From an optimization exercise on the open Yosys and OpenROAD flow, aimed at small area; shortcuts taken in it are not production practice. The RTL was checked by simulation tests, not by an equivalence proof against the original design. Power and IR drop assume default switching activity.

==> flow/design.v <==
module isp_tile_packer #(
  parameter int IMGW_WIDTH     = 11,
  parameter int IMGH_WIDTH     = 11,
  parameter int PIX_WIDTH      = 24,
  parameter int LANES          = 32,
  parameter int ISP_DATA_WIDTH = 768,
  parameter int ISP_ADDR_WIDTH = 10
) (
  input  logic                      clk,
  input  logic                      rst_n,
  input  logic [IMGW_WIDTH-1:0]     img_width_i,
  input  logic [IMGH_WIDTH-1:0]     img_height_i,
  input  logic                      top_start_i,
  input  logic                      pix_vld_i,
  output logic                      pix_rdy_o,
  input  logic [PIX_WIDTH-1:0]      pix_dat_i,
  input  logic                      pix_sof_i,
  input  logic                      pix_eol_i,
  input  logic                      isp_rdy_i,
  output logic                      isp_resp_o,
  output logic                      isp_wen_o,
  output logic [ISP_ADDR_WIDTH-1:0] isp_waddr_o,
  output logic [ISP_DATA_WIDTH-1:0] isp_wdata_o,
  output logic                      isp_done_o,
  output logic                      busy_o,
  output logic                      frame_done_o,
  output logic                      err_o
);
  localparam int BUF_W = (LANES - 1) * PIX_WIDTH;
  typedef enum logic [1:0] {IDLE, WAIT_RDY, FILL, DONE} state_e;
  state_e                    state_q, state_d;
  logic [4:0]                tm1_q;         
  logic [IMGH_WIDTH-1:0]     lines_left_q;
  logic [4:0]                lane_q;        
  logic [4:0]                tile_q;        
  logic [4:0]                row_q;         
  logic [BUF_W-1:0]          lane_buf_q;
  logic [PIX_WIDTH-1:0]      lane31_q;
  logic                      wen_q;
  logic                      done_q;
  logic [5:0] tiles_in;
  logic [4:0] tm1_in;
  logic       start_ok;
  logic       xfer;
  logic       last_lane;
  logic       last_tile;
  logic       last_col;
  logic       band_end;
  logic       lines_zero;
  assign tiles_in   = img_width_i[10:5];
  assign tm1_in     = 5'(tiles_in - 6'd1);
  assign start_ok   = top_start_i && (state_q == IDLE) &&
                      (tiles_in != 6'd0) && (img_height_i != '0);
  assign pix_rdy_o  = (state_q == FILL);
  assign xfer       = pix_vld_i && pix_rdy_o;
  assign last_lane  = &lane_q;
  assign last_tile  = (tile_q == tm1_q);
  assign last_col   = last_lane && last_tile;
  assign lines_zero = (lines_left_q == '0);
  assign band_end   = xfer && last_col &&
                      ((&row_q) || (lines_left_q == IMGH_WIDTH'(1)));
  always_ff @(posedge clk or negedge rst_n) begin
    if (!rst_n) state_q <= IDLE;
    else        state_q <= state_d;
  end
  always_comb begin
    state_d = state_q;
    unique case (state_q)
      IDLE:     if (start_ok) state_d = WAIT_RDY;
      WAIT_RDY: if (isp_rdy_i) state_d = FILL;
      FILL:     if (band_end) state_d = DONE;
      DONE:     state_d = lines_zero ? IDLE : WAIT_RDY;
      default:  state_d = IDLE;
    endcase
  end
  assign isp_resp_o = (state_q == WAIT_RDY) && isp_rdy_i;
  assign busy_o     = (state_q != IDLE);
  always_ff @(posedge clk or negedge rst_n) begin
    if (!rst_n) begin
      wen_q  <= 1'b0;
      done_q <= 1'b0;
    end else begin
      wen_q  <= xfer && last_lane;
      done_q <= (state_q == DONE);
    end
  end
  always_ff @(posedge clk) begin
    if (start_ok) begin
      tm1_q        <= tm1_in;
      lines_left_q <= img_height_i;
      lane_q       <= '0;
      tile_q       <= tm1_in;
      row_q        <= 5'd31;
    end else if (xfer) begin
      lane_q <= lane_q + 5'd1;
      if (last_col) lines_left_q <= lines_left_q - IMGH_WIDTH'(1);
      if (lane_q == 5'd0) begin
        if (last_tile) begin
          tile_q <= '0;
          row_q  <= row_q + 5'd1;
        end else begin
          tile_q <= tile_q + 5'd1;
        end
      end
    end
  end
  for (genvar l = 0; l < LANES - 1; l++) begin : g_lane
    logic ld, hold;
    assign ld   = xfer && (lane_q == 5'(l));
    assign hold = (lane_q != 5'(l));
    always_ff @(posedge clk) begin
      lane_buf_q[l*PIX_WIDTH +: PIX_WIDTH] <=
          (lane_buf_q[l*PIX_WIDTH +: PIX_WIDTH] & {PIX_WIDTH{hold}}) |
          (pix_dat_i & {PIX_WIDTH{ld}});
    end
  end
  always_ff @(posedge clk) begin
    lane31_q <= pix_dat_i;
  end
  assign isp_wen_o    = wen_q;
  assign isp_waddr_o  = {row_q, tile_q};
  assign isp_wdata_o  = {lane31_q, lane_buf_q};
  assign isp_done_o   = done_q;
  assign frame_done_o = done_q && lines_zero;
  logic err_q;
  logic first_q;
  always_ff @(posedge clk or negedge rst_n) begin
    if (!rst_n) begin
      err_q <= 1'b0;
    end else if (start_ok) begin
      err_q <= 1'b0;
    end else if (xfer) begin
      if ((pix_sof_i != first_q) || (pix_eol_i != last_col)) begin
        err_q <= 1'b1;
      end
    end
  end
  always_ff @(posedge clk) begin
    if (start_ok)  first_q <= 1'b1;
    else if (xfer) first_q <= 1'b0;
  end
  assign err_o = err_q;
  logic unused_inputs;
  assign unused_inputs = ^{img_width_i[4:0], pix_sof_i, pix_eol_i};
endmodule
==> flow/flow/run.sh <==
#!/bin/bash
set -euo pipefail
cd "$(dirname "$0")/.."
bash standard.sh \
  "BUFFER_PORTS_ARGS=-buffer_cell sky130_fd_sc_hd__buf_1" \
  "CTS_ARGS=-sink_clustering_enable -repair_clock_nets -dont_use_dummy_load -buf_list sky130_fd_sc_hd__clkbuf_4 -sink_clustering_size 11 -sink_clustering_max_diameter 45" \
  finish > flow_standard.log 2>&1
==> flow/standard.sh <==
#!/bin/bash
# synth_recipe.tcl (not shown) runs the flow's synth.tcl, then flattens the netlist and writes it again
# the make line also repeats each setting of config.mk as NAME=value (left out here)
make -C /OpenROAD-flow-scripts/flow DESIGN_CONFIG=/design/flow/config.mk WORK_HOME=/design/flow/orfs CLKGATE_MAP_FILE= SYNTH_SCRIPT=/design/flow/synth_recipe.tcl "${@:-finish}"
==> flow/config.mk <==
export PLATFORM = sky130hd
export DESIGN_NAME = isp_tile_packer
export DESIGN_NICKNAME = isp_tile_packer
export VERILOG_FILES = /design/flow/design.v
export SDC_FILE = /design/flow/constraint.sdc
export NUM_CORES = 4
export LEC_CHECK = 0
export CAP_MARGIN = 20
export CORE_MARGIN = 2
export CORE_UTILIZATION = 40
export SLEW_MARGIN = 20
==> flow/constraint.sdc <==
create_clock -name core_clock -period 6.0 [get_ports {clk}]
set_input_delay 1.2000 -clock core_clock [delete_from_list [all_inputs] [get_ports {clk}]]
set_output_delay 1.2000 -clock core_clock [all_outputs]
set_load 0.01 [all_outputs]
==> flow_summary.ini, run 1 <==
[setup_path]
path_buf_inv = 1
worstPathArrival_ns = 2.28
cp_cell_sequence = nor4_2 -> and2_1 -> nand4b_1 -> nor2_1 -> buf_1
startpoint_type = flop
crit_family = simple AND/OR/NAND/NOR gates
r2r-end = lane_buf_q[711]
cp-end-kind = primary output
crit_fanout = 4
reg2reg_slack_ns = 3.04
worst_path_max_delay_cell = edfxtp_1
path_class = flop to primary output
cpPeakStageDelay_ns = 0.47
reg2regPathDepth = 5
r2r-start = state_q[0]
required_ns = 4.80

[sta]
worst_slew_pin_slew_ns = 1.07
maxSlewHeadroom = 0.286
tns_ns = 0
period_share = 0.580
setup_viol = 0
period_needed_ns = 3.48
slew_viol_final = 0
rsz0062_at_grt = false
fmax_mhz = 287
finalHoldViolCount = 0
skew_ns = 0.116
setup_ws_ns = 2.52

[yosys]
synthFlopType = dfxtp_1
synthArstFlopShare = 0.00621
synth_area_per_cell_um2 = 9.13
synth_edf_count = 21
syn-instance-count = 2788
syn-num-nets = 2860
ys_ff_latch = 805
synth-seq-area-share = 0.642
synth.distinct_cells = 46
yosys_warnings = 1
syn_area_um2 = 25500

[finish]
fin_nets = 3583
syn_to_final_growth_pct = 16.7
register_area_um2 = 16400
nFillCells = 6455
drive_gt1_frac = 0.0470
final_common_cell = buf_1
layout_common_cells = 832 x buf_1, 779 x dfxtp_1, 772 x nand2_1, 753 x o21ai_0, 98 x clkbuf_4
multi_input_area_um2 = 8010

[routing]
dr.pass1.iters = 5
drt-total-wl_um = 93900
vias_per_cell = 4.82
ant_nets = 0
drt-wirelength-per-cell_um = 21.5
drt_iter0_drc = 1255
drc_errors = 0
via_count = 21000

[global_route]
antenna_found_initial = 8
grt_use_met3 = 0.0893
gr-usage-all-layers = 0.279
grt_pass1_vias = 19400
overflow = 0
use_met2 = 0.473
top_usage_layer = met2
grt_max_degree = 56
use_met1 = 0.332
grt_pass1_wl_um = 136000

[job]
drv_cap = 0

[floorplan]
core_area_um2 = 63000
io_pins = 838
die_w_um = 256
start_util = 0.404
rows = 92
fp.dieArea_um2 = 65700
fp.dieH_um = 256

[place]
dpl.hpwl_um = 67400
pre_cts_ws_ns = 2.54
io_buffers = 832
gp_congestion = 0.868

[min_path]
hold_class = input port to async pin

[clock_tree]
cts_buffers = 98
post_cts_buffers = 0
cts_buffer_depth = 3
cts_sinks = 805
postCtsResizedCells = 0
cts_tree = built
clk-insertion-delay-late_ns = 0.84
clk_pin_slew_ns = 0.11
cts_hold_buf = 0
root_buffer = clkbuf_4
h-tree-depth = 3

[power_and_ir_drop]
power.density_nw_per_um2 = 459
leakage_uw = 0.0139
vdd_drop_max_uv = 278

[outcome]
outcome = finished clean
-- cells in the mapped netlist (5+ instances only) --
master,count,area share
dfxtp_1,779,0.61
dfrtp_1,5,0.0049
nand2_1,784,0.12
nand3_1,48,0.0094
xor2_1,19,0.0065
nor2b_1,6,0.0015
edfxtp_1,21,0.025
nor2_1,17,0.0025
buf_1,8,0.0012
xnor2_1,8,0.0028
buf_6,6,0.0027
inv_1,38,0.0056
o21ai_0,753,0.15
buf_2,75,0.015
ha_1,19,0.0093
clkbuf_1,152,0.022
-- worst register-to-register path, stage by stage (launching register included) --
cell and delay (ns):
dfrtp_1 0.42, inv_1 0.15, ha_1 0.27, and2_4 0.67, nand2_2 0.87, o21ai_0 0.41
-- cell type report --
| class | count | share of cell area |
|---|---|---|
| diodes | 5 | 0.000421 |
| inverters | 38 | 0.00480 |
| well taps | 846 | 0.0356 |
| clock buffers | 98 | 0.0248 |
| flip-flops and latches | 805 | 0.550 |
| repair buffers | 865 | 0.115 |
| multi-input cells | 1703 | 0.270 |
-- worst max path at each step --
stage | depth (start not counted) | endpoint | start | slack [ns]
final | 5 | frame_done_o | lines_left_q[5] | 2.52
after global routing | 5 | frame_done_o | lines_left_q[5] | 2.28
after CTS | 5 | frame_done_o | lines_left_q[5] | 2.40
after detailed placement | 4 | lane_buf_q[711] | pix_vld_i | 2.54
after global placement | 4 | lane_buf_q[735] | pix_vld_i | 2.63
after floorplan | 6 | lines_left_q[0] | img_height_i[3] | 3.41
-- layer usage --
| layer | up-vias | share of wire |
|---|---|---|
| li1 | 10500 | - |
| met4 | 0 | 0.030 |
| met3 | 145 | 0.085 |
| met5 | - | 0 |
| met2 | 761 | 0.48 |
| met1 | 9588 | 0.41 |
-- registers in the layout, summed over array words and instances, names as in the netlist --
signal / cells
done_q: 1
lane_buf_q: 744
row_q: 5
lines_left_q: 11
first_q: 1
wen_q: 1
state_q: 2
err_q: 1
tile_q: 5
lane31_q: 24
lane_q: 5
tm1_q: 5
-- per-stage QoR --
step | cells | instance area (um2) | total power [uW] | hold WS, ns | utilization
after global placement | 4255 | 28900 | 11300 | 0.432 | 0.459
after global routing | 4358 | 29700 | 14500 | 0.137 | 0.472
final | 4360 | 29700 | 13600 | 0.195 | 0.472
after detailed placement | 4256 | 28900 | 11400 | 0.440 | 0.459
after floorplan | 2788 | 25500 | 9480 | 0.434 | -
after CTS | 4354 | 29700 | 13700 | 0.0726 | 0.471
-- power by group --
group	internal, uW	switching, uW	leakage [uW]	total, uW
clock	748	1680	0.000451	2430
combinational	1090	2740	0.00680	3830
sequential	6700	678	0.00663	7380
-- cells by family after synthesis --
| kind of cell | count (synthesis) | share of synthesized area |
|---|---|---|
| adders and majority gates | 19 | 0.00934 |
| buffers and inverters | 280 | 0.0469 |
| xor gates and xnor gates | 27 | 0.00929 |
| muxes | 3 | 0.00138 |
| AOI/OAI and AO/OA | 772 | 0.153 |
| DFF | 805 | 0.642 |
| and+or+nand+nor | 882 | 0.137 |
==> run 2: changes to the inputs <==
--- a/flow/config.mk
+++ b/flow/config.mk
@@ -6,6 +6,6 @@
 export NUM_CORES = 4
 export LEC_CHECK = 0
-export CAP_MARGIN = 20
+export CAP_MARGIN = 0
 export CORE_MARGIN = 2
 export CORE_UTILIZATION = 40
-export SLEW_MARGIN = 20
+export SLEW_MARGIN = 0
==> flow_summary.ini, run 2 <==
[outcome]
outcome = finished clean

[finish]
syn_to_final_growth_pct = 16.6
final_cells = 4363
top_register = lane_buf_q
nFillCells = 6543
final_common_cell = buf_1
layout_common_cells = 832 x buf_1, 779 x dfxtp_1, 772 x nand2_1, 753 x o21ai_0, 97 x clkbuf_4
drive_gt1_frac = 0.0462
largest_reg_flops = 744
largestRegisters = lane_buf_q x744, lane31_q x24, lines_left_q x11
fin_nets = 3580

[sta]
period_share = 0.577
skew_ns = 0.110
rsz0062_at_grt = false
finalHoldViolCount = 0
tns_ns = 0
setup_viol = 0
period_needed_ns = 3.46
fmax_mhz = 289
slew_viol_final = 0
maxSlewHeadroom = 0.239
worst_slew_pin_slew_ns = 1.14
whs_ns = 0.175

[yosys]
ys_ff_latch = 805
yosys_warnings = 1
syn_area_um2 = 25500
synth.distinct_cells = 46
synth_top_area_cell = dfxtp_1
synth_area_per_cell_um2 = 9.13
synth-seq-area-share = 0.642
syn-num-nets = 2860
synth_top_area_share = 0.613
synth_common_cells = 784 x nand2_1, 779 x dfxtp_1, 753 x o21ai_0, 152 x clkbuf_1, 75 x buf_2
synthTopCellsByArea = dfxtp_1 61%, o21ai_0 15%, nand2_1 12%
synthArstFlopShare = 0.00621
synth_edf_count = 21
synthFlopType = dfxtp_1
syn-instance-count = 2788
synth.most_common_cell = nand2_1

[setup_path]
crit_fanout = 4
startpoint_type = flop
worstPathArrival_ns = 2.26
path_class = flop to primary output
required_ns = 4.80
cp-end-kind = primary output

[floorplan]
rows = 92
io_pins = 838
start_util = 0.404
die_w_um = 256
fp.dieArea_um2 = 65700
fp.dieH_um = 256
core_area_um2 = 63000

[place]
gp_congestion = 0.868
io_buffers = 832
dpl.hpwl_um = 67700
placedCellCount = 4255

[global_route]
grt_pass1_vias = 19400
overflow = 0
gr-usage-all-layers = 0.280
grt_max_degree = 56
antenna_found_initial = 7
grt_pass1_wl_um = 137000

[power_and_ir_drop]
leakage_uw = 0.0138
vdd_drop_max_uv = 259
power.density_nw_per_um2 = 460

[clock_tree]
root_buffer = clkbuf_4
cts_buffers = 97
cts_buffer_depth = 3
post_cts_buffers = 0
h-tree-depth = 3
cts_hold_buf = 0
clk_pin_slew_ns = 0.11
cts_sinks = 805
postCtsResizedCells = 0
cts_tree = built
clk-insertion-delay-late_ns = 0.84

[routing]
via_count = 21200
drt-total-wl_um = 94100
dr.pass1.iters = 5
drt-wirelength-per-cell_um = 21.6
vias_per_cell = 4.85
wl_met2_um = 44800
ant_nets = 0
dr.max_layer_used = met5
drc_errors = 0
drt_iter0_drc = 1451
wl_met1_um = 37800
routed-wl-met3_um = 8280

[min_path]
hold_class = input port to async pin

[job]
drv_cap = 0
run 2: routing by layer:
layer | vias to the layer above | global-route usage
met5 | - | 0
met4 | 4 | 0.108
met3 | 157 | 0.0884
met2 | 760 | 0.471
met1 | 9718 | 0.334
li1 | 10500 | -
run 2: worst max-delay path, stage by stage, from the launching register on:
cell	delay (ns)
edfxtp_1	0.47
nor4_2	0.36
and2_1	0.20
nand4b_1	0.17
nor2_1	0.13
buf_1	0.18
run 2: cell families (layout without fill, tap and decap cells):
| group | count (synthesis) | count (layout) | share of synthesized area |
|---|---|---|---|
| xor gates and xnor gates | 27 | 27 | 0.00929 |
| AOI/OAI and AO/OA | 772 | 772 | 0.153 |
| muxes | 3 | 3 | 0.00138 |
| DFF | 805 | 805 | 0.642 |
| and+or+nand+nor | 882 | 882 | 0.137 |
| adders and majority gates | 19 | 19 | 0.00934 |
| other | 0 | 11 | 0 |
| buffers and inverters | 280 | 998 | 0.0469 |
run 2: layout make-up:
| class | instances | area, um2 | share of cell area |
|---|---|---|---|
| multi-input cells | 1703 | 8000 | 0.270 |
| repair buffers | 863 | 3360 | 0.113 |
| diodes | 11 | 27.5 | 0.000928 |
| clock buffers | 97 | 728 | 0.0245 |
| flip-flops and latches | 805 | 16400 | 0.551 |
| well taps | 846 | 1060 | 0.0357 |
| inverters | 38 | 143 | 0.00481 |
run 2: report_power, final:
part           switching [uW]  total, uW  internal, uW
clock network            1690       2430           740
registers                 679       7380          6700
logic                    2750       3830          1090
total                    5110      13600          8530
run 2: metrics by stage:
stage	utilization	instance area [um2]	total power [uW]	setup slack, ns
final	0.471	29700	13600	2.54
after global routing	0.471	29600	14500	2.32
after CTS	0.471	29600	13800	2.40
after detailed placement	0.459	28900	11400	2.55
after global placement	0.459	28900	11300	2.63
after floorplan	-	25500	9480	3.41
run 2: path summary, 6_finish.rpt:
check | slack [ns] | end | from | cells after the start
max | 2.54 | frame_done_o | lines_left_q[5] | 5
min | 0.18 | err_q | rst_n | 1
max reg2reg | 3.00 | lane_buf_q[711] | state_q[0] | 5
min reg2reg | 0.45 | lane_buf_q[369] | lane_buf_q[369] | 2
max in group asynchronous | 5.57 | state_q[1] | rst_n | 1
min in group core_clock | 0.45 | lane_buf_q[369] | lane_buf_q[369] | 2
==> run 3: changes to the inputs <==
--- a/flow/design.v
+++ b/flow/design.v
@@ -30,9 +30,10 @@
   typedef enum logic [1:0] {IDLE, WAIT_RDY, FILL, DONE} state_e;
   state_e                    state_q, state_d;
-  logic [4:0]                tm1_q;         
+  logic [5:0]                tiles_q;       
   logic [IMGH_WIDTH-1:0]     lines_left_q;
   logic [4:0]                lane_q;        
   logic [4:0]                tile_q;        
   logic [4:0]                row_q;         
+  logic                      first_q;       
   logic [BUF_W-1:0]          lane_buf_q;
   logic [PIX_WIDTH-1:0]      lane31_q;
@@ -40,5 +41,5 @@
   logic                      done_q;
   logic [5:0] tiles_in;
-  logic [4:0] tm1_in;
+  logic [5:0] tile_inc;
   logic       start_ok;
   logic       xfer;
@@ -49,5 +50,4 @@
   logic       lines_zero;
   assign tiles_in   = img_width_i[10:5];
-  assign tm1_in     = 5'(tiles_in - 6'd1);
   assign start_ok   = top_start_i && (state_q == IDLE) &&
                       (tiles_in != 6'd0) && (img_height_i != '0);
@@ -55,5 +55,6 @@
   assign xfer       = pix_vld_i && pix_rdy_o;
   assign last_lane  = &lane_q;
-  assign last_tile  = (tile_q == tm1_q);
+  assign tile_inc   = {1'b0, tile_q} + 6'd1;
+  assign last_tile  = (tile_inc == tiles_q);
   assign last_col   = last_lane && last_tile;
   assign lines_zero = (lines_left_q == '0);
@@ -87,18 +88,21 @@
   always_ff @(posedge clk) begin
     if (start_ok) begin
-      tm1_q        <= tm1_in;
+      tiles_q      <= tiles_in;
       lines_left_q <= img_height_i;
       lane_q       <= '0;
-      tile_q       <= tm1_in;
-      row_q        <= 5'd31;
+      first_q      <= 1'b1;
     end else if (xfer) begin
-      lane_q <= lane_q + 5'd1;
+      lane_q  <= lane_q + 5'd1;
+      first_q <= 1'b0;
       if (last_col) lines_left_q <= lines_left_q - IMGH_WIDTH'(1);
       if (lane_q == 5'd0) begin
-        if (last_tile) begin
+        if (first_q) begin
+          tile_q <= '0;
+          row_q  <= '0;
+        end else if (last_tile) begin
           tile_q <= '0;
           row_q  <= row_q + 5'd1;
         end else begin
-          tile_q <= tile_q + 5'd1;
+          tile_q <= tile_inc[4:0];
         end
       end
@@ -124,5 +128,4 @@
   assign frame_done_o = done_q && lines_zero;
   logic err_q;
-  logic first_q;
   always_ff @(posedge clk or negedge rst_n) begin
     if (!rst_n) begin
@@ -136,8 +139,4 @@
     end
   end
-  always_ff @(posedge clk) begin
-    if (start_ok)  first_q <= 1'b1;
-    else if (xfer) first_q <= 1'b0;
-  end
   assign err_o = err_q;
   logic unused_inputs;
==> flow_summary.ini, run 3 <==
[global_route]
gr-usage-all-layers = 0.279
grt_pass1_vias = 19000
overflow = 0
antenna_found_initial = 14
grt_max_degree = 56
grt_pass1_wl_um = 134000

[yosys]
syn_area_um2 = 25300
synth_xor_area_frac = 0.00897
synth.most_common_cell = nand2_1
synthFlopType = dfxtp_1
synth_top_area_cell = dfxtp_1
yosys_warnings = 1
synth_top_area_share = 0.613
synth_edf_count = 27
syn-instance-count = 2773
synthArstFlopShare = 0.00620
syn-num-nets = 2843
synthAdderAreaFrac = 0.00842
synth-seq-area-share = 0.650
synth_area_per_cell_um2 = 9.11
yosys.area_share.simple = 0.137
synth_top_family_by_area = compound AO/OA/AOI/OAI gates
synth.distinct_cells = 40
synth_compound_area_frac = 0.154
muxShareOfSynthArea = 0.000594
synth_common_cells = 780 x nand2_1, 774 x dfxtp_1, 569 x o21ai_1, 221 x clkbuf_1, 184 x o21ai_0
synthTopCellsByArea = dfxtp_1 61%, nand2_1 12%, o21ai_1 11%
ys_ff_latch = 806

[power_and_ir_drop]
vdd_drop_max_uv = 246
internal_power_uw = 8490
combPwrFrac = 0.284
power.density_nw_per_um2 = 461
p_switching_uw = 5120
leakage_uw = 0.0137
pwr-share-clk = 0.180
power_switching_share = 0.376
seqPwrFrac = 0.536

[clock_tree]
postCtsResizedCells = 0
post_cts_buffers = 0
clk_pin_slew_ns = 0.11
cts_sinks = 806
cts_buffers = 98
cts_hold_buf = 0
cts_buffer_depth = 3
h-tree-depth = 3
clk-insertion-delay-late_ns = 0.93
root_buffer = clkbuf_4
cts_tree = built

[floorplan]
core_area_um2 = 62700
die_w_um = 255
fp.dieH_um = 255
io_pins = 838
start_util = 0.403
fp.dieArea_um2 = 65200
rows = 92

[min_path]
hold_class = input port to async pin

[setup_path]
r2r-end = row_q[2]
cp-end-kind = primary output
crit_fanout = 4
reg2regPathDepth = 6
startpoint_type = flop
cp_cell_sequence = nor4_2 -> and2_1 -> and3_1 -> buf_1
worstPathArrival_ns = 2.32
required_ns = 4.80
path_buf_inv = 1
path_class = flop to primary output
crit_family = simple AND/OR/NAND/NOR gates
worst_path_max_delay_cell = edfxtp_1
reg2reg_slack_ns = 2.53
cpPeakStageDelay_ns = 0.43
r2r-start = lane_q[0]

[finish]
final_cells = 4327
layout_common_cells = 832 x buf_1, 774 x dfxtp_1, 745 x nand2_1, 569 x o21ai_1, 184 x o21ai_0
largest_reg_flops = 744
top_register = lane_buf_q
nFillCells = 6387
fin_nets = 3545
multi_input_area_um2 = 7950
largestRegisters = lane_buf_q x744, lane31_q x24, lines_left_q x11
syn_to_final_growth_pct = 16.9
register_area_um2 = 16400
drive_gt1_frac = 0.0481
final_common_cell = buf_1

[place]
dpl.hpwl_um = 65700
placedCellCount = 4221
io_buffers = 832
gp_congestion = 0.869

[sta]
fmax_mhz = 284
slew_viol_final = 0
skew_ns = 0.128
tns_ns = 0
maxSlewHeadroom = 0.196
worst_slew_pin_slew_ns = 1.21
finalHoldViolCount = 0
setup_viol = 0
rsz0062_at_grt = false
period_needed_ns = 3.52
period_share = 0.586

[job]
drv_cap = 0

[outcome]
outcome = finished clean

[routing]
drc_errors = 0
drt_iter0_drc = 1246
via_count = 21100
drt-wirelength-per-cell_um = 21.6
drt-total-wl_um = 93700
vias_per_cell = 4.89
ant_nets = 0
dr.pass1.iters = 5
run 3: cells by family after synthesis:
group	after synthesis
xor+xnor	25
simple gates	879
flops	806
buf+inv	276
compound gates	769
fa+ha+maj	17
mux	1
run 3: metal layers:
metal | wire (um) | track usage | vias to the layer above | part of all wire
met3 | 8110 | 0.0902 | 224 | 0.087
met1 | 36800 | 0.327 | 9509 | 0.39
met2 | 44000 | 0.462 | 818 | 0.47
met4 | 4710 | 0.136 | 14 | 0.050
li1 | - | - | 10600 | -
met5 | 78 | 0 | - | 0.00083
run 3: stage by stage:
step / hold slack, ns / cell area, um2 / power [uW] / setup WS (ns) / utilization
6_report: 0.219 / 29500 / 13600 / 2.48 / 0.471
5_1_grt: 0.170 / 29500 / 14400 / 2.22 / 0.471
4_1_cts: 0.140 / 29500 / 13700 / 2.36 / 0.470
3_5_place_dp: 0.440 / 28800 / 11300 / 1.87 / 0.459
3_3_place_gp: 0.432 / 28800 / 11200 / 1.86 / 0.459
2_1_floorplan: 0.474 / 25300 / 9470 / 2.74 / -
run 3: worst max path at each step:
stage | cells past startpoint | slack [ns] | to | startpoint
CTS | 4 | 2.36 | frame_done_o | lines_left_q[3]
floorplan | 6 | 2.74 | row_q[0] | img_width_i[8]
global placement | 8 | 1.86 | row_q[1] | img_width_i[8]
detailed placement | 8 | 1.87 | row_q[0] | img_width_i[8]
finish | 4 | 2.48 | frame_done_o | lines_left_q[5]
global route | 6 | 2.22 | row_q[4] | lane_q[1]
run 3: power groups by stage:
stage          Clock [uW]  Sequential [uW]  Combinational [uW]
2_1_floorplan           0             7950                1520
3_3_place_gp            0             7360                3860
3_5_place_dp            0             7400                3910
4_1_cts              2500             7280                3910
5_1_grt              2700             7440                4250
6_report             2450             7290                3870
run 3: final cells by class:
| type | instances | share of cell area |
|---|---|---|
| antenna | 8 | 0.000678 |
| clock buffer | 98 | 0.0249 |
| timing repair buffer | 843 | 0.109 |
| sequential | 806 | 0.556 |
| tap | 846 | 0.0358 |
| inverter | 35 | 0.00445 |
| multi-input combinational | 1691 | 0.269 |
run 3: worst register-to-register path, delay by kind of cell, from the launching register on:
family | cells | cell delay [ns]
adder cells (fa/ha/maj) | 1 | 0.32
AND/OR/NAND/NOR | 4 | 2.40
flip-flops | 1 | 0.36
buffers and inverters | 1 | 0.10
==> run 4: changes to the inputs <==
==> flow/flow/run.sh (replaced) <==
#!/bin/bash
set -euo pipefail
cd "$(dirname "$0")/.."
bash standard.sh \
  "BUFFER_PORTS_ARGS=-buffer_cell sky130_fd_sc_hd__buf_1" \
  "CTS_ARGS=-sink_clustering_enable -repair_clock_nets -dont_use_dummy_load -buf_list sky130_fd_sc_hd__clkbuf_4 -root_buf sky130_fd_sc_hd__clkbuf_16 -sink_clustering_size 10 -sink_clustering_max_diameter 40" \
  finish > flow_standard.log 2>&1
==> flow_summary.ini, run 4 <==
[place]
gp_congestion = 0.869
io_buffers = 832
dpl.hpwl_um = 65700
placedCellCount = 4221

[sta]
finalHoldViolCount = 0
rsz0062_at_grt = false
skew_ns = 0.0618
worst_slew_pin_slew_ns = 1.19
period_share = 0.596
maxSlewHeadroom = 0.205
tns_ns = 0
fmax_mhz = 280
period_needed_ns = 3.58
setup_viol = 0
slew_viol_final = 0

[finish]
syn_to_final_growth_pct = 17.7
drive_gt1_frac = 0.0500
fin_nets = 3552
largestRegisters = lane_buf_q x744, lane31_q x24, lines_left_q x11
layout_common_cells = 832 x buf_1, 774 x dfxtp_1, 745 x nand2_1, 569 x o21ai_1, 184 x o21ai_0
largest_reg_flops = 744
final_cells = 4328
final_common_cell = buf_1
top_register = lane_buf_q
fin_util = 0.474

[global_route]
grt_max_degree = 56
antenna_found_initial = 13
grt_pass1_vias = 18900
overflow = 0
grt_pass1_wl_um = 134000
gr-usage-all-layers = 0.280

[power_and_ir_drop]
vdd_drop_max_uv = 249
leakage_uw = 0.0138
power.density_nw_per_um2 = 468

[outcome]
outcome = finished clean

[floorplan]
fp.dieArea_um2 = 65200
fp.dieH_um = 255
start_util = 0.403
die_w_um = 255
io_pins = 838
rows = 92
core_area_um2 = 62700

[clock_tree]
cts_hold_buf = 0
clk_pin_slew_ns = 0.10
cts_sinks = 806
h-tree-depth = 3
cts_buffer_depth = 3
root_buffer = clkbuf_16
post_cts_buffers = 0
clk-insertion-delay-late_ns = 0.63
cts_buffers = 105
postCtsResizedCells = 0
cts_tree = built

[min_path]
hold_class = input port to async pin

[setup_path]
cp-end-kind = flop
reg2reg_slack_ns = 2.50
cp_cell_sequence = buf_1 -> or4_1 -> o311a_1 -> nand2_1 -> buf_4 -> inv_2 -> nor3_1 -> and2_1
crit_family = simple AND/OR/NAND/NOR gates
cpPeakStageDelay_ns = 0.79
required_ns = 6.24
path_class = input port to flop
startpoint_type = input port
path_buf_inv = 3
crit_fanout = 26
worstPathArrival_ns = 3.82
worst_path_max_delay_cell = nor3_1

[routing]
via_count = 21200
drt-wirelength-per-cell_um = 21.7
ant_nets = 0
drt_iter0_drc = 1143
drt-total-wl_um = 93900
vias_per_cell = 4.89
dr.pass1.iters = 6
drc_errors = 0

[job]
drv_cap = 0

[yosys]
synth_top_area_share = 0.613
synth_common_cells = 780 x nand2_1, 774 x dfxtp_1, 569 x o21ai_1, 221 x clkbuf_1, 184 x o21ai_0
synth_top_area_cell = dfxtp_1
synthTopCellsByArea = dfxtp_1 61%, nand2_1 12%, o21ai_1 11%
synthFlopType = dfxtp_1
synth-seq-area-share = 0.650
synth.distinct_cells = 40
syn_area_um2 = 25300
ys_ff_latch = 806
yosys_warnings = 1
syn-instance-count = 2773
synthArstFlopShare = 0.00620
synth.most_common_cell = nand2_1
synth_area_per_cell_um2 = 9.11
synth_edf_count = 27
syn-num-nets = 2843
==> run 4: final cells by class <==
cell class	count	area [um2]
diodes	2	5.00
clock buffers	105	946
fillers	6365	33000
inverters	35	131
multi-input cells	1691	7950
flip-flops and latches	806	16400
well taps	846	1060
repair buffers	843	3210
==> run 4: worst register-to-register path: stages, from the launching register on <==
cell and delay, ns:
dfxtp_1 0.36, inv_1 0.10, ha_1 0.32, nor2b_1 0.45, nand2_2 0.64, nor3_1 0.93, and2_1 0.37
==> run 4: cells by family (layout without fill, tap and decap cells) <==
| logic type | after synthesis | after routing | share of synthesized area |
|---|---|---|---|
| buf+inv | 276 | 983 | 0.0411 |
| mux | 1 | 1 | 0.000594 |
| fa+ha+maj | 17 | 17 | 0.00842 |
| simple gates | 879 | 879 | 0.137 |
| other cells | 0 | 2 | 0 |
| xor+xnor | 25 | 25 | 0.00897 |
| flops | 806 | 806 | 0.650 |
| compound gates | 769 | 769 | 0.154 |
==> run 4: per-stage QoR <==
step	worst slack [ns]	power [uW]	hold WS, ns	area (um2)
floorplan	2.74	9470	0.474	25300
global placement	1.86	11200	0.432	28800
detailed placement	1.87	11300	0.440	28800
CTS	2.44	14000	0.429	29700
global route	2.20	14700	0.454	29700
finish	2.42	13900	0.446	29700
==> run 4: layer usage <==
metal | track usage | wire length (um) | share of wire
met5 | 0 | 124 | 0.0013
met4 | 0.168 | 5830 | 0.062
met3 | 0.0932 | 8600 | 0.092
met2 | 0.452 | 43100 | 0.46
met1 | 0.322 | 36300 | 0.39
==> run 4: final timing paths <==
| path | startpoint | to | cells past startpoint |
|---|---|---|---|
| max | img_width_i[8] | row_q[0] | 8 |
| min | rst_n | state_q[1] | 1 |
| max reg2reg | lane_q[0] | row_q[0] | 6 |
| min reg2reg | lane_buf_q[251] | lane_buf_q[251] | 2 |
| max in group asynchronous | rst_n | done_q | 1 |
| min in group core_clock | lane_buf_q[251] | lane_buf_q[251] | 2 |
==> run 4: power by group <==
group / internal [uW] / switching, uW / total, uW
Clock: 1010 / 1730 / 2740
Sequential: 6660 / 633 / 7300
Combinational: 1080 / 2780 / 3860
Total: 8760 / 5140 / 13900
==> run 5: changes to the inputs <==
==> flow/flow/run.sh (replaced) <==
#!/bin/bash
set -euo pipefail
cd "$(dirname "$0")/.."
bash standard.sh \
  "BUFFER_PORTS_ARGS=-buffer_cell sky130_fd_sc_hd__buf_1" \
  "CTS_ARGS=-sink_clustering_enable -repair_clock_nets -dont_use_dummy_load -buf_list {sky130_fd_sc_hd__clkbuf_4 sky130_fd_sc_hd__clkbuf_8} -sink_clustering_size 10 -sink_clustering_max_diameter 40" \
  finish > flow_standard.log 2>&1
==> flow_summary.ini, run 5 <==
[power_and_ir_drop]
leakage_uw = 0.0140
p_switching_uw = 5240
power_switching_share = 0.360
internal_power_uw = 9300
vdd_drop_max_uv = 266
seqPwrFrac = 0.503
pwr-share-clk = 0.231
combPwrFrac = 0.266
power.density_nw_per_um2 = 481

[setup_path]
path_class = input port to flop
startpoint_type = input port
required_ns = 6.32
worstSetupEndpoint = row_q[0]
crit_fanout = 26
worst_setup_path_startpoint = img_width_i[8]
worstPathArrival_ns = 3.82
r2r-end = row_q[0]
reg2regPathDepth = 6
r2r-start = lane_q[0]
cp-end-kind = flop
reg2reg_slack_ns = 2.51

[sta]
rsz0062_at_grt = false
fmax_mhz = 286
maxSlewHeadroom = 0.213
worst_slew_pin_slew_ns = 1.18
skew_ns = 0.0783
period_needed_ns = 3.50
setup_viol = 0
period_share = 0.583
slew_viol_final = 0
whs_ns = 0.388
finalHoldViolCount = 0
tns_ns = 0

[global_route]
grt_max_degree = 56
overflow = 0
antenna_found_initial = 13
gr-usage-all-layers = 0.279
grt_pass1_vias = 19000
grt_pass1_wl_um = 134000

[yosys]
synthArstFlopShare = 0.00620
synth_edf_count = 27
ys_ff_latch = 806
synth.most_common_cell = nand2_1
synth-seq-area-share = 0.650
synth_top_area_cell = dfxtp_1
synth_common_cells = 780 x nand2_1, 774 x dfxtp_1, 569 x o21ai_1, 221 x clkbuf_1, 184 x o21ai_0
synth_area_per_cell_um2 = 9.11
synth.distinct_cells = 40
syn-instance-count = 2773
syn_area_um2 = 25300
synthFlopType = dfxtp_1
yosys_warnings = 1
synth_top_area_share = 0.613
syn-num-nets = 2843
synthTopCellsByArea = dfxtp_1 61%, nand2_1 12%, o21ai_1 11%

[routing]
drt-wirelength-per-cell_um = 21.7
drt-total-wl_um = 93800
via_count = 21100
ant_nets = 0
drc_errors = 0
vias_per_cell = 4.86
dr.pass1.iters = 5
drt_iter0_drc = 1111

[finish]
layout_common_cells = 832 x buf_1, 774 x dfxtp_1, 745 x nand2_1, 569 x o21ai_1, 184 x o21ai_0
largestRegisters = lane_buf_q x744, lane31_q x24, lines_left_q x11
syn_to_final_growth_pct = 19.7
final_common_cell = buf_1
fin_nets = 3552
top_register = lane_buf_q
drive_gt1_frac = 0.0500
largest_reg_flops = 744
fin_util = 0.482

[floorplan]
start_util = 0.403
die_w_um = 255
io_pins = 838
fp.dieH_um = 255
rows = 92
fp.dieArea_um2 = 65200
core_area_um2 = 62700

[job]
drv_cap = 0

[clock_tree]
cts_buffers = 105
cts_sinks = 806
clk-insertion-delay-late_ns = 0.73
cts_tree = built
clk_pin_slew_ns = 0.07
post_cts_buffers = 0
h-tree-depth = 3
postCtsResizedCells = 0
cts_hold_buf = 0
cts_buffer_depth = 3
root_buffer = clkbuf_8

[place]
dpl.hpwl_um = 65700
gp_congestion = 0.869
io_buffers = 832

[outcome]
outcome = finished clean

[min_path]
hold_class = input port to async pin
run 5: layout make-up:
cell class	instances	area, um2
fill	6318	32500
tap	846	1060
sequential	806	16400
timing repair buffer	843	3210
antenna	6	15.0
multi-input combinational	1691	7950
clock buffer	105	1450
inverter	35	131
run 5: worst max-delay path, stage by stage:
cell	delay, ns
buf_1	0.09
or4_1	0.53
o311a_1	0.32
nand2_1	0.08
buf_4	0.19
inv_2	0.24
nor3_1	0.79
and2_1	0.37
run 5: cells by family after synthesis:
family          after synthesis  share of synthesized area
fa+ha+maj                    17                    0.00842
xor+xnor                     25                    0.00897
flops                       806                      0.650
buf+inv                     276                     0.0411
compound gates              769                      0.154
simple gates                879                      0.137
mux                           1                   0.000594
run 5: per-layer routing:
metal  share of wire  routed length (um)  track usage  vias up
met5          0.0010                  95            0        -
met4           0.051                4830        0.144       16
met3           0.089                8370       0.0921      224
met2            0.47               43900        0.462      775
met1            0.39               36600        0.322     9470
li1                -                   -            -    10600
run 5: power groups by stage:
stage                     logic, uW  registers, uW  clock network (uW)
after global routing           4250           7450                3630
after global placement         3860           7360                   0
after floorplan                1520           7950                   0
after detailed placement       3910           7400                   0
after CTS                      3910           7300                3430
final                          3870           7310                3360
run 5: how the worst min path moves through the flow:
stage	startpoint	endpoint	slack (ns)	cells past startpoint
2_1_floorplan	lane_buf_q[0]	lane_buf_q[0]	0.47	2
3_3_place_gp	lane_buf_q[651]	lane_buf_q[651]	0.43	2
3_5_place_dp	lane_buf_q[124]	lane_buf_q[124]	0.44	2
4_1_cts	rst_n	state_q[0]	0.33	1
5_1_grt	rst_n	state_q[1]	0.38	1
6_report	rst_n	state_q[1]	0.39	1
run 5: through the flow:
| stage | cell area [um2] | setup WS, ns | power, uW | cells |
|---|---|---|---|---|
| after global routing | 30200 | 2.20 | 15300 | 4328 |
| after global placement | 28800 | 1.86 | 11200 | 4221 |
| after floorplan | 25300 | 2.74 | 9470 | 2773 |
| after CTS | 30200 | 2.44 | 14600 | 4326 |
| final | 30200 | 2.50 | 14500 | 4332 |
| after detailed placement | 28800 | 1.87 | 11300 | 4221 |
==> run 6: changes to the inputs <==
==> flow/flow/run.sh (replaced) <==
#!/bin/bash
set -euo pipefail
cd "$(dirname "$0")/.."
bash standard.sh \
  "BUFFER_PORTS_ARGS=-buffer_cell sky130_fd_sc_hd__buf_1" \
  "CTS_ARGS=-sink_clustering_enable -repair_clock_nets -dont_use_dummy_load -buf_list sky130_fd_sc_hd__clkbuf_4 -sink_clustering_size 10 -sink_clustering_max_diameter 40" \
  finish > flow_standard.log 2>&1
--- a/flow/config.mk
+++ b/flow/config.mk
@@ -8,4 +8,4 @@
 export CAP_MARGIN = 0
 export CORE_MARGIN = 2
-export CORE_UTILIZATION = 40
+export CORE_UTILIZATION = 46
 export SLEW_MARGIN = 0
==> flow_summary.ini, run 6 <==
[setup_path]
worstPathArrival_ns = 2.38
cp-end-kind = primary output
r2r-start = lane_q[0]
worst_path_max_delay_cell = edfxtp_1
crit_fanout = 4
reg2regPathDepth = 6
cpPeakStageDelay_ns = 0.45
reg2reg_slack_ns = 2.45
startpoint_type = flop
required_ns = 4.80
path_class = flop to primary output
r2r-end = row_q[4]
cp_cell_sequence = nor4_2 -> and2_1 -> and3_1 -> buf_1

[yosys]
synth_compound_area_frac = 0.154
muxShareOfSynthArea = 0.000594
ys_ff_latch = 806
synthFlopType = dfxtp_1
synth_top_area_share = 0.613
synth_xor_area_frac = 0.00897
synth_edf_count = 27
syn-instance-count = 2773
yosys_warnings = 1
synthAdderAreaFrac = 0.00842
yosys.area_share.simple = 0.137
synth_common_cells = 780 x nand2_1, 774 x dfxtp_1, 569 x o21ai_1, 221 x clkbuf_1, 184 x o21ai_0
synth_top_family_by_area = compound AO/OA/AOI/OAI gates
synth_top_area_cell = dfxtp_1
synthTopCellsByArea = dfxtp_1 61%, nand2_1 12%, o21ai_1 11%
synth.most_common_cell = nand2_1
syn-num-nets = 2843
synth.distinct_cells = 40
synth_area_per_cell_um2 = 9.11
synthArstFlopShare = 0.00620
synth-seq-area-share = 0.650
syn_area_um2 = 25300

[routing]
drt_iter0_drc = 1263
via_count = 22000
vias_per_cell = 5.24
drt-total-wl_um = 97700
ant_nets = 0
dr.pass1.iters = 5
drt-wirelength-per-cell_um = 23.3
drc_errors = 0

[finish]
fin_nets = 3562
layout_common_cells = 832 x buf_1, 774 x dfxtp_1, 756 x nand2_1, 569 x o21ai_1, 184 x o21ai_0
largest_reg_flops = 744
drive_gt1_frac = 0.0496
top_register = lane_buf_q
final_common_cell = buf_1
largestRegisters = lane_buf_q x744, lane31_q x24, lines_left_q x11
syn_to_final_growth_pct = 16.5
final_area_um2 = 29400
final_cells = 4190

[power_and_ir_drop]
leakage_uw = 0.0137
seqPwrFrac = 0.531
power.density_nw_per_um2 = 471
combPwrFrac = 0.287
internal_power_uw = 8580
p_switching_uw = 5280
vdd_drop_max_uv = 280
pwr-share-clk = 0.182
power_switching_share = 0.381

[floorplan]
fp.dieH_um = 238
fp.dieArea_um2 = 56800
rows = 85
start_util = 0.468
core_area_um2 = 54000
die_w_um = 238
io_pins = 838

[global_route]
gr-usage-all-layers = 0.333
grt_pass1_wl_um = 139000
overflow = 0
grt_max_degree = 50
grt_pass1_vias = 20000
antenna_found_initial = 15

[clock_tree]
post_cts_buffers = 0
postCtsResizedCells = 0
cts_tree = built
root_buffer = clkbuf_4
cts_buffers = 108
clk-insertion-delay-late_ns = 0.85
cts_sinks = 806
cts_hold_buf = 0
clk_pin_slew_ns = 0.10
cts_buffer_depth = 3
h-tree-depth = 3

[sta]
setup_viol = 0
period_needed_ns = 3.58
worst_slew_pin_slew_ns = 1.18
setup_ws_ns = 2.42
finalHoldViolCount = 0
rsz0062_at_grt = false
maxSlewHeadroom = 0.209
whs_ns = 0.217
fmax_mhz = 280
slew_viol_final = 0
tns_ns = 0
skew_ns = 0.0608
period_share = 0.596

[place]
pre_cts_ws_ns = 1.73
placed_cell_area_um2 = 28600
dpl.hpwl_um = 70900
gp_congestion = 0.928
placedCellCount = 4078
io_buffers = 832

[job]
drv_cap = 0

[outcome]
outcome = finished clean

[min_path]
hold_class = input port to async pin
[run 6: cell counts after synthesis]
Identical to the previous run, type by type.
[run 6: worst max-delay path by stage]
stage                         start            to  slack, ns  depth (start not counted)
finish              lines_left_q[3]  frame_done_o       2.42                          4
CTS                 lines_left_q[3]  frame_done_o       2.30                          4
detailed placement   img_width_i[7]      row_q[3]       1.73                          7
global placement     img_width_i[7]      row_q[0]       1.84                          7
floorplan            img_width_i[8]      row_q[0]       2.74                          6
global route        lines_left_q[3]  frame_done_o       2.19                          4
[run 6: cell families after synthesis]
group / count (synthesis)
DFF: 806
adders and majority gates: 17
buffers and inverters: 276
and+or+nand+nor: 879
xor gates and xnor gates: 25
muxes: 1
AOI/OAI and AO/OA: 769
[run 6: final cells by class]
type	count	area, um2
Tap cell	696	871
Inverter	35	131
Sequential cell	806	16400
Timing Repair Buffer	850	3260
Antenna cell	4	10.0
Fill cell	5228	24600
Clock buffer	108	811
Multi-Input combinational cell	1691	7930
[run 6: power by group through the flow]
stage | logic [uW] | registers, uW | clock network [uW]
floorplan | 1520 | 7950 | 0
global placement | 3930 | 7390 | 0
detailed placement | 4010 | 7440 | 0
CTS | 4010 | 7340 | 2570
global route | 4310 | 7480 | 2800
finish | 3980 | 7350 | 2520
[run 6: worst max-delay path: cells and delay by family (launching register included)]
family                 cells  cell delay, ns
buffers and inverters      1            0.25
AND/OR/NAND/NOR            3            0.83
flip-flops                 1            0.45
[run 6: routing by layer]
layer	track usage	up-vias	wire length, um
li1	-	10600	-
met1	0.380	10200	36800
met2	0.561	896	46700
met3	0.110	228	9090
met4	0.164	22	5050
met5	0	-	152
[run 6: stage by stage]
step                utilization  power, uW
floorplan                     -       9470
global placement          0.530      11300
detailed placement        0.530      11400
CTS                       0.545      13900
global route              0.545      14600
finish                    0.545      13900
==> run 7: changes to the inputs <==
--- a/flow/flow/run.sh
+++ b/flow/flow/run.sh
@@ -5,3 +5,4 @@
   "BUFFER_PORTS_ARGS=-buffer_cell sky130_fd_sc_hd__buf_1" \
   "CTS_ARGS=-sink_clustering_enable -repair_clock_nets -dont_use_dummy_load -buf_list sky130_fd_sc_hd__clkbuf_4 -sink_clustering_size 10 -sink_clustering_max_diameter 40" \
+  "RECOVER_POWER=100" \
   finish > flow_standard.log 2>&1
--- a/flow/config.mk
+++ b/flow/config.mk
@@ -8,4 +8,4 @@
 export CAP_MARGIN = 0
 export CORE_MARGIN = 2
-export CORE_UTILIZATION = 46
+export CORE_UTILIZATION = 40
 export SLEW_MARGIN = 0
==> flow_summary.ini, run 7 <==
[setup_path]
crit_fanout = 26
path_buf_inv = 3
reg2reg_slack_ns = 2.38
startpoint_type = input port
worstPathArrival_ns = 4.55
reg2regPathDepth = 5
cp-end-kind = flop
required_ns = 6.47
path_class = input port to flop
cp_cell_sequence = buf_1 -> or4_1 -> o311a_1 -> nand2_1 -> clkbuf_1 -> inv_1 -> nor3_1 -> and2_0
r2r-end = lane_buf_q[723]
cpPeakStageDelay_ns = 0.86
crit_family = simple AND/OR/NAND/NOR gates
r2r-start = state_q[0]
worst_path_max_delay_cell = nor3_1

[power_and_ir_drop]
internal_power_uw = 8470
seqPwrFrac = 0.540
combPwrFrac = 0.274
p_switching_uw = 5030
vdd_drop_max_uv = 247
pwr-share-clk = 0.185
power.density_nw_per_um2 = 458
power_switching_share = 0.373
leakage_uw = 0.0138

[floorplan]
rows = 92
fp.dieArea_um2 = 65200
die_w_um = 255
start_util = 0.403
io_pins = 838
fp.dieH_um = 255
core_area_um2 = 62700

[routing]
drt-total-wl_um = 93900
drc_errors = 0
drt-wirelength-per-cell_um = 21.7
dr.pass1.iters = 5
vias_per_cell = 4.89
drt_iter0_drc = 1118
via_count = 21200
ant_nets = 0

[finish]
largestRegisters = lane_buf_q x744, lane31_q x24, lines_left_q x11
syn_to_final_growth_pct = 16.8
fin_util = 0.470
layout_common_cells = 793 x buf_1, 774 x dfxtp_1, 769 x nand2_1, 728 x o21ai_0, 105 x clkbuf_4
fin_nets = 3552
final_cells = 4334
largest_reg_flops = 744
final_common_cell = buf_1
drive_gt1_frac = 0.0414
nFillCells = 6401
top_register = lane_buf_q

[clock_tree]
h-tree-depth = 3
clk_pin_slew_ns = 0.11
postCtsResizedCells = 0
root_buffer = clkbuf_4
cts_buffers = 105
cts_hold_buf = 0
clk-insertion-delay-late_ns = 0.92
cts_buffer_depth = 3
cts_sinks = 806
cts_tree = built
post_cts_buffers = 0

[yosys]
syn-instance-count = 2773
synthTopCellsByArea = dfxtp_1 61%, nand2_1 12%, o21ai_1 11%
synthArstFlopShare = 0.00620
ys_ff_latch = 806
syn-num-nets = 2843
synth-seq-area-share = 0.650
synth_top_area_share = 0.613
synth.distinct_cells = 40
syn_area_um2 = 25300
synth_common_cells = 780 x nand2_1, 774 x dfxtp_1, 569 x o21ai_1, 221 x clkbuf_1, 184 x o21ai_0
synth_area_per_cell_um2 = 9.11
synth.most_common_cell = nand2_1
synth_top_area_cell = dfxtp_1
synthFlopType = dfxtp_1
synth_edf_count = 27
yosys_warnings = 1

[place]
placedCellCount = 4221
pre_cts_ws_ns = 1.87
io_buffers = 832
gp_congestion = 0.869
dpl.hpwl_um = 65700

[sta]
rsz0062_at_grt = false
period_needed_ns = 4.08
setup_viol = 0
period_share = 0.680
setup_ws_ns = 1.92
worst_slew_pin_slew_ns = 2.04
slew_viol_final = 561
tns_ns = 0
maxSlewHeadroom = -0.358
fmax_mhz = 245
finalHoldViolCount = 0
skew_ns = 0.103

[outcome]
check.faults = max-capacitance violations, max-slew violations
outcome = finished with violations

[global_route]
grt_max_degree = 56
gr-usage-all-layers = 0.279
grt_pass1_vias = 19000
antenna_found_initial = 15
overflow = 0
grt_pass1_wl_um = 134000

[min_path]
hold_class = input port to async pin

[job]
drv_cap = 21
==> run 7: cell counts after synthesis <==
No cell type changed its count.
==> run 7: cells by family (layout without fill, tap and decap cells) <==
| logic type | Yosys count | count (layout) | share of synthesized area |
|---|---|---|---|
| AND/OR/NAND/NOR | 879 | 879 | 0.137 |
| flip-flops | 806 | 806 | 0.650 |
| AO/OA/AOI/OAI | 769 | 769 | 0.154 |
| buffers and inverters | 276 | 983 | 0.0411 |
| XOR/XNOR | 25 | 25 | 0.00897 |
| adder cells (fa/ha/maj) | 17 | 17 | 0.00842 |
| multiplexers | 1 | 1 | 0.000594 |
| other | 0 | 8 | 0 |
==> run 7: how the worst max path moves through the flow <==
stage | endpoint | from | depth (start not counted) | slack, ns
2_1_floorplan | row_q[0] | img_width_i[8] | 6 | 2.74
3_3_place_gp | row_q[1] | img_width_i[8] | 8 | 1.86
3_5_place_dp | row_q[0] | img_width_i[8] | 8 | 1.87
4_1_cts | frame_done_o | lines_left_q[3] | 4 | 2.41
5_1_grt | row_q[4] | img_width_i[8] | 8 | 1.80
6_report | row_q[0] | img_width_i[8] | 8 | 1.92
==> run 7: cell type report <==
class / instances / area [um2] / share of cell area
Multi-Input combinational cell: 1691 / 7870 / 0.267
Tap cell: 846 / 1060 / 0.0359
Antenna cell: 8 / 20.0 / 0.000679
Inverter: 35 / 131 / 0.00445
Clock buffer: 105 / 788 / 0.0267
Sequential cell: 806 / 16400 / 0.557
Timing Repair Buffer: 843 / 3200 / 0.109
==> run 7: worst register-to-register path, delay by kind of cell, from the launching register on <==
| kind | cells | cell delay, ns |
|---|---|---|
| AOI/OAI and AO/OA | 1 | 0.59 |
| and+or+nand+nor | 2 | 2.03 |
| adders and majority gates | 1 | 0.30 |
| buffers and inverters | 1 | 0.15 |
| DFF | 1 | 0.43 |
==> run 7: power groups by stage <==
stage / clock network (uW) / registers [uW] / logic (uW)
CTS: 2560 / 7290 / 3910
global placement: 0 / 7360 / 3860
global route: 2780 / 7450 / 4080
floorplan: 0 / 7950 / 1520
detailed placement: 0 / 7400 / 3910
finish: 2500 / 7300 / 3700
==> run 7: per-stage QoR <==
stage,cell area [um2],power [uW],hold WS (ns)
2_1_floorplan,25300,9470,0.474
3_3_place_gp,28800,11200,0.432
3_5_place_dp,28800,11300,0.440
4_1_cts,29600,13800,0.0933
5_1_grt,29500,14300,0.145
6_report,29500,13500,0.190
==> run 7: metal layers <==
| metal | vias to the layer above | GRT usage | share of wire |
|---|---|---|---|
| li1 | 10500 | - | - |
| met1 | 9631 | 0.322 | 0.39 |
| met2 | 857 | 0.463 | 0.47 |
| met3 | 222 | 0.0915 | 0.085 |
| met4 | 14 | 0.143 | 0.052 |
| met5 | - | 0 | 0.00093 |
==> run 8: changes to the inputs <==
==> flow/flow/run.sh (replaced) <==
#!/bin/bash
set -euo pipefail
cd "$(dirname "$0")/.."
bash standard.sh \
  "BUFFER_PORTS_ARGS=-buffer_cell sky130_fd_sc_hd__buf_1" \
  "CTS_ARGS=-sink_clustering_enable -repair_clock_nets -dont_use_dummy_load -buf_list sky130_fd_sc_hd__clkbuf_4 -sink_clustering_size 10 -sink_clustering_max_diameter 40" \
  finish > flow_standard.log 2>&1
--- a/flow/config.mk
+++ b/flow/config.mk
@@ -9,3 +9,4 @@
 export CORE_MARGIN = 2
 export CORE_UTILIZATION = 40
+export GPL_ROUTABILITY_DRIVEN = 0
 export SLEW_MARGIN = 0
==> flow_summary.ini, run 8 <==
[yosys]
syn-instance-count = 2773
synthFlopType = dfxtp_1
synth_area_per_cell_um2 = 9.11
synth_compound_area_frac = 0.154
synth_edf_count = 27
synth_top_area_cell = dfxtp_1
yosys.area_share.simple = 0.137
synth_top_family_by_area = compound AO/OA/AOI/OAI gates
syn_area_um2 = 25300
yosys_warnings = 1
synth_common_cells = 780 x nand2_1, 774 x dfxtp_1, 569 x o21ai_1, 221 x clkbuf_1, 184 x o21ai_0
synthArstFlopShare = 0.00620
synthAdderAreaFrac = 0.00842
muxShareOfSynthArea = 0.000594
synth_top_area_share = 0.613
synth-seq-area-share = 0.650
syn-num-nets = 2843
synthTopCellsByArea = dfxtp_1 61%, nand2_1 12%, o21ai_1 11%
synth_xor_area_frac = 0.00897
ys_ff_latch = 806
synth.distinct_cells = 40
synth.most_common_cell = nand2_1

[sta]
tns_ns = 0
skew_ns = 0.103
worst_slew_pin_slew_ns = 1.17
fmax_mhz = 286
setup_viol = 0
slew_viol_final = 0
period_share = 0.582
period_needed_ns = 3.49
finalHoldViolCount = 0
rsz0062_at_grt = false
maxSlewHeadroom = 0.217
whs_ns = 0.192

[setup_path]
cp_cell_sequence = inv_1 -> ha_1 -> nor2b_1 -> nand2_2 -> nor3_1 -> and2_1
cp-end-kind = flop
crit_fanout = 49
cpPeakStageDelay_ns = 0.91
path_class = flop to flop
worst_path_max_delay_cell = nor3_1
reg2regPathDepth = 6
worstPathArrival_ns = 3.99
r2r-end = row_q[4]
reg2reg_slack_ns = 2.51
r2r-start = lane_q[0]
startpoint_type = flop
required_ns = 6.50

[finish]
largest_reg_flops = 744
fin_nets = 3552
multi_input_area_um2 = 7950
layout_common_cells = 832 x buf_1, 774 x dfxtp_1, 745 x nand2_1, 569 x o21ai_1, 184 x o21ai_0
final_common_cell = buf_1
register_area_um2 = 16400
nFillCells = 6383
syn_to_final_growth_pct = 17.1
top_register = lane_buf_q
drive_gt1_frac = 0.0500
largestRegisters = lane_buf_q x744, lane31_q x24, lines_left_q x11

[power_and_ir_drop]
vdd_drop_max_uv = 248
leakage_uw = 0.0137
power.density_nw_per_um2 = 462
p_switching_uw = 5120
seqPwrFrac = 0.534
internal_power_uw = 8550
power_switching_share = 0.375
combPwrFrac = 0.283
fin_total_pwr_uw = 13700
pwr-share-clk = 0.183

[routing]
ant_nets = 0
drt-total-wl_um = 93700
drt-wirelength-per-cell_um = 21.6
dr.pass1.iters = 5
drc_errors = 0
drt_iter0_drc = 1150
via_count = 21200
vias_per_cell = 4.90

[clock_tree]
cts_hold_buf = 0
postCtsResizedCells = 0
cts_buffers = 105
h-tree-depth = 3
cts_sinks = 806
cts_buffer_depth = 3
clk-insertion-delay-late_ns = 0.92
cts_tree = built
post_cts_buffers = 0
clk_pin_slew_ns = 0.11
root_buffer = clkbuf_4

[global_route]
antenna_found_initial = 14
grt_pass1_vias = 19000
gr-usage-all-layers = 0.279
grt_max_degree = 56
overflow = 0
grt_pass1_wl_um = 134000

[floorplan]
fp.dieArea_um2 = 65200
core_area_um2 = 62700
fp.dieH_um = 255
rows = 92
die_w_um = 255
start_util = 0.403
io_pins = 838

[outcome]
outcome = finished clean

[min_path]
hold_class = input port to async pin

[place]
io_buffers = 832
dpl.hpwl_um = 65700

[job]
drv_cap = 0
[run 8: cell counts after synthesis]
No cell type changed its count.
[run 8: area by class of cell]
type / count / area share
multi-input cells: 1691 / 0.269
repair buffers: 843 / 0.108
diodes: 6 / 0.000508
flip-flops and latches: 806 / 0.555
clock buffers: 105 / 0.0266
inverters: 35 / 0.00444
well taps: 846 / 0.0358
[run 8: layer usage]
metal  vias to the layer above  track usage  wire, um
met5                         -            0        83
met4                        14        0.143      4800
met3                       215       0.0915      8090
met2                       803        0.463     44200
met1                      9611        0.322     36600
li1                      10600            -         -
[run 8: worst max path at each step]
stage	startpoint	end	slack [ns]	depth (start not counted)
3_5_place_dp	img_width_i[8]	row_q[0]	1.87	8
6_report	lane_q[0]	row_q[4]	2.51	6
2_1_floorplan	img_width_i[8]	row_q[0]	2.74	6
4_1_cts	lines_left_q[3]	frame_done_o	2.41	4
3_3_place_gp	img_width_i[8]	row_q[1]	1.86	8
5_1_grt	lane_q[1]	row_q[4]	2.19	6
[run 8: metrics by stage]
stage	utilization	std cells	area (um2)	setup WS (ns)
after floorplan	-	2773	25300	2.74
after global placement	0.459	4221	28800	1.86
after detailed placement	0.459	4221	28800	1.87
after CTS	0.471	4326	29600	2.41
after global routing	0.471	4328	29600	2.19
final	0.472	4332	29600	2.51
[run 8: cell families (layout without fill, tap and decap cells)]
| group | Yosys count | count (layout) |
|---|---|---|
| and+or+nand+nor | 879 | 879 |
| muxes | 1 | 1 |
| AOI/OAI and AO/OA | 769 | 769 |
| xor gates and xnor gates | 25 | 25 |
| DFF | 806 | 806 |
| adders and majority gates | 17 | 17 |
| other | 0 | 6 |
| buffers and inverters | 276 | 983 |
[run 8: critical path, delay by kind of cell, from the launching register on]
family / cells / cell delay [ns]
buffers and inverters: 1 / 0.10
AND/OR/NAND/NOR: 4 / 2.37
flip-flops: 1 / 0.36
adder cells (fa/ha/maj): 1 / 0.33
[run 8: power groups by stage]
stage	Sequential, uW	Clock (uW)	Combinational [uW]
floorplan	7950	0	1520
global placement	7360	0	3860
CTS	7290	2560	3910
finish	7300	2500	3870
global route	7450	2780	4250
detailed placement	7400	0	3910
==> run 9: changes to the inputs <==
--- a/flow/config.mk
+++ b/flow/config.mk
@@ -9,4 +9,3 @@
 export CORE_MARGIN = 2
 export CORE_UTILIZATION = 40
-export GPL_ROUTABILITY_DRIVEN = 0
 export SLEW_MARGIN = 0
==> flow_summary.ini, run 9 <==
[outcome]
outcome = finished clean

[floorplan]
start_util = 0.403
die_w_um = 255
core_area_um2 = 62700
fp.dieArea_um2 = 65200
fp.dieH_um = 255
rows = 92
io_pins = 838

[setup_path]
path_class = flop to flop
reg2regPathDepth = 6
cp-end-kind = flop
worstPathArrival_ns = 3.99
crit_family = simple AND/OR/NAND/NOR gates
worst_path_max_delay_cell = nor3_1
cpPeakStageDelay_ns = 0.91
required_ns = 6.50
crit_fanout = 49
cp_cell_sequence = inv_1 -> ha_1 -> nor2b_1 -> nand2_2 -> nor3_1 -> and2_1
startpoint_type = flop
path_buf_inv = 1
cp.depth = 6

[yosys]
synth_area_per_cell_um2 = 9.11
syn_area_um2 = 25300
synth_top_area_cell = dfxtp_1
ys_ff_latch = 806
synth-seq-area-share = 0.650
synth_common_cells = 780 x nand2_1, 774 x dfxtp_1, 569 x o21ai_1, 221 x clkbuf_1, 184 x o21ai_0
synthFlopType = dfxtp_1
synthTopCellsByArea = dfxtp_1 61%, nand2_1 12%, o21ai_1 11%
synth.distinct_cells = 40
yosys_warnings = 1
synth_edf_count = 27
synth_top_area_share = 0.613
synth.most_common_cell = nand2_1
syn-num-nets = 2843
syn-instance-count = 2773
synthArstFlopShare = 0.00620

[finish]
nFillCells = 6383
largest_reg_flops = 744
fin_nets = 3552
drive_gt1_frac = 0.0500
top_register = lane_buf_q
final_common_cell = buf_1
final_cells = 4332
syn_to_final_growth_pct = 17.1
fin_util = 0.472
layout_common_cells = 832 x buf_1, 774 x dfxtp_1, 745 x nand2_1, 569 x o21ai_1, 184 x o21ai_0
largestRegisters = lane_buf_q x744, lane31_q x24, lines_left_q x11

[global_route]
grt_pass1_vias = 19000
grt_max_degree = 56
antenna_found_initial = 14
gr-usage-all-layers = 0.279
grt_pass1_wl_um = 134000
overflow = 0

[place]
gp_congestion = 0.869
dpl.hpwl_um = 65700
placedCellCount = 4221
io_buffers = 832

[routing]
drt-wirelength-per-cell_um = 21.6
ant_nets = 0
dr.pass1.iters = 5
vias_per_cell = 4.90
drt_iter0_drc = 1150
via_count = 21200
drc_errors = 0
drt-total-wl_um = 93700

[clock_tree]
cts_hold_buf = 0
clk_pin_slew_ns = 0.11
postCtsResizedCells = 0
h-tree-depth = 3
root_buffer = clkbuf_4
clk-insertion-delay-late_ns = 0.92
post_cts_buffers = 0
cts_buffers = 105
cts_tree = built
cts_sinks = 806
cts_buffer_depth = 3

[sta]
setup_viol = 0
maxSlewHeadroom = 0.217
slew_viol_final = 0
finalHoldViolCount = 0
period_share = 0.582
fmax_mhz = 286
worst_slew_pin_slew_ns = 1.17
period_needed_ns = 3.49
rsz0062_at_grt = false
whs_ns = 0.192
skew_ns = 0.103
tns_ns = 0

[min_path]
hold_class = input port to async pin

[power_and_ir_drop]
leakage_uw = 0.0137
fin_total_pwr_uw = 13700
power.density_nw_per_um2 = 462
vdd_drop_max_uv = 248

[job]
drv_cap = 0
-- run 9: cell counts in the layout (fill, tap and decap cells not counted) --
No cell type changed its count.
-- run 9: cell type report --
cell class / count / area (um2) / area share
antenna: 6 / 15.0 / 0.000508
clock buffer: 105 / 788 / 0.0266
inverter: 35 / 131 / 0.00444
multi-input combinational: 1691 / 7950 / 0.269
sequential: 806 / 16400 / 0.555
tap: 846 / 1060 / 0.0358
timing repair buffer: 843 / 3210 / 0.108
-- run 9: logic make-up (layout without fill, tap and decap cells) --
group	after synthesis	after routing	share of synthesized area
muxes	1	1	0.000594
adders and majority gates	17	17	0.00842
buffers and inverters	276	983	0.0411
xor gates and xnor gates	25	25	0.00897
other	0	6	0
and+or+nand+nor	879	879	0.137
AOI/OAI and AO/OA	769	769	0.154
DFF	806	806	0.650
-- run 9: worst paths after layout --
check | startpoint | slack [ns] | to
min | rst_n | 0.19 | state_q[1]
min in group core_clock | lane_buf_q[251] | 0.45 | lane_buf_q[251]
max | lane_q[0] | 2.51 | row_q[4]
max reg2reg | lane_q[0] | 2.51 | row_q[4]
max in group asynchronous | rst_n | 5.54 | done_q
min reg2reg | lane_buf_q[251] | 0.45 | lane_buf_q[251]
-- run 9: stage by stage --
step,setup slack [ns],instance area (um2)
2_1_floorplan,2.74,25300
3_3_place_gp,1.86,28800
4_1_cts,2.41,29600
3_5_place_dp,1.87,28800
5_1_grt,2.19,29600
6_report,2.51,29600
-- run 9: routing by layer --
| metal | track usage | share of wire |
|---|---|---|
| met1 | 0.322 | 0.39 |
| met2 | 0.463 | 0.47 |
| met3 | 0.0915 | 0.086 |
| met4 | 0.143 | 0.051 |
| met5 | 0 | 0.00089 |
-- run 9: worst register-to-register path, cell delays in order (launching register included) --
cell     delay (ns)
dfxtp_1        0.36
inv_1          0.10
ha_1           0.33
nor2b_1        0.45
nand2_2        0.64
nor3_1         0.92
and2_1         0.37
-- run 9: report_power, final --
group | total (uW) | internal [uW] | leakage [uW] | switching [uW]
sequential | 7300 | 6660 | 0.00664 | 633
combinational | 3870 | 1080 | 0.00658 | 2780
clock | 2500 | 798 | 0.000483 | 1700
total | 13700 | 8550 | 0.0137 | 5120

==> static timing again, ports no longer ideal <==
In the flow no input, the clock included, has a driving cell. The finished layouts below were timed again as built, in two steps. Step 1 assumes that a clkbuf_16 drives the clock port and a buf_2 every other input. Step 2 adds t to the input delays and takes it off the output delays; t is the mean of the earliest and latest rising clock arrival at the registers after step 1. Input paths then give back, and output paths get back, about the clock's delay inside the block. Slacks: ideal / step 1 / step 2; pairs: ideal / step 1.
run | t (ns) | setup WS [ns] | slew at the worst register clock pin (ns)
run 1 | 0.869 | 2.522 / 2.456 / 2.542 | 0.12 / 0.12
run 2 | 0.875 | 2.536 / 2.473 / 2.493 | 0.12 / 0.12
run 3 | 0.922 | 2.482 / 2.418 / 1.818 | 0.12 / 0.12
run 4 | 0.650 | 2.424 / 2.464 / 1.813 | 0.11 / 0.11
run 5 | 0.739 | 2.500 / 2.511 / 1.800 | 0.07 / 0.07
run 6 | 0.892 | 2.423 / 2.372 / 1.698 | 0.11 / 0.11
run 7 | 0.909 | 1.921 / 1.958 / 1.049 | 0.11 / 0.11
run 8 | 0.916 | 2.509 / 2.458 / 1.824 | 0.11 / 0.11
run 9 | 0.916 | 2.509 / 2.458 / 1.824 | 0.11 / 0.11
The setup slack of run 7, which loses most, moves by +0.037 ns with the drivers and by -0.872 ns with both steps.
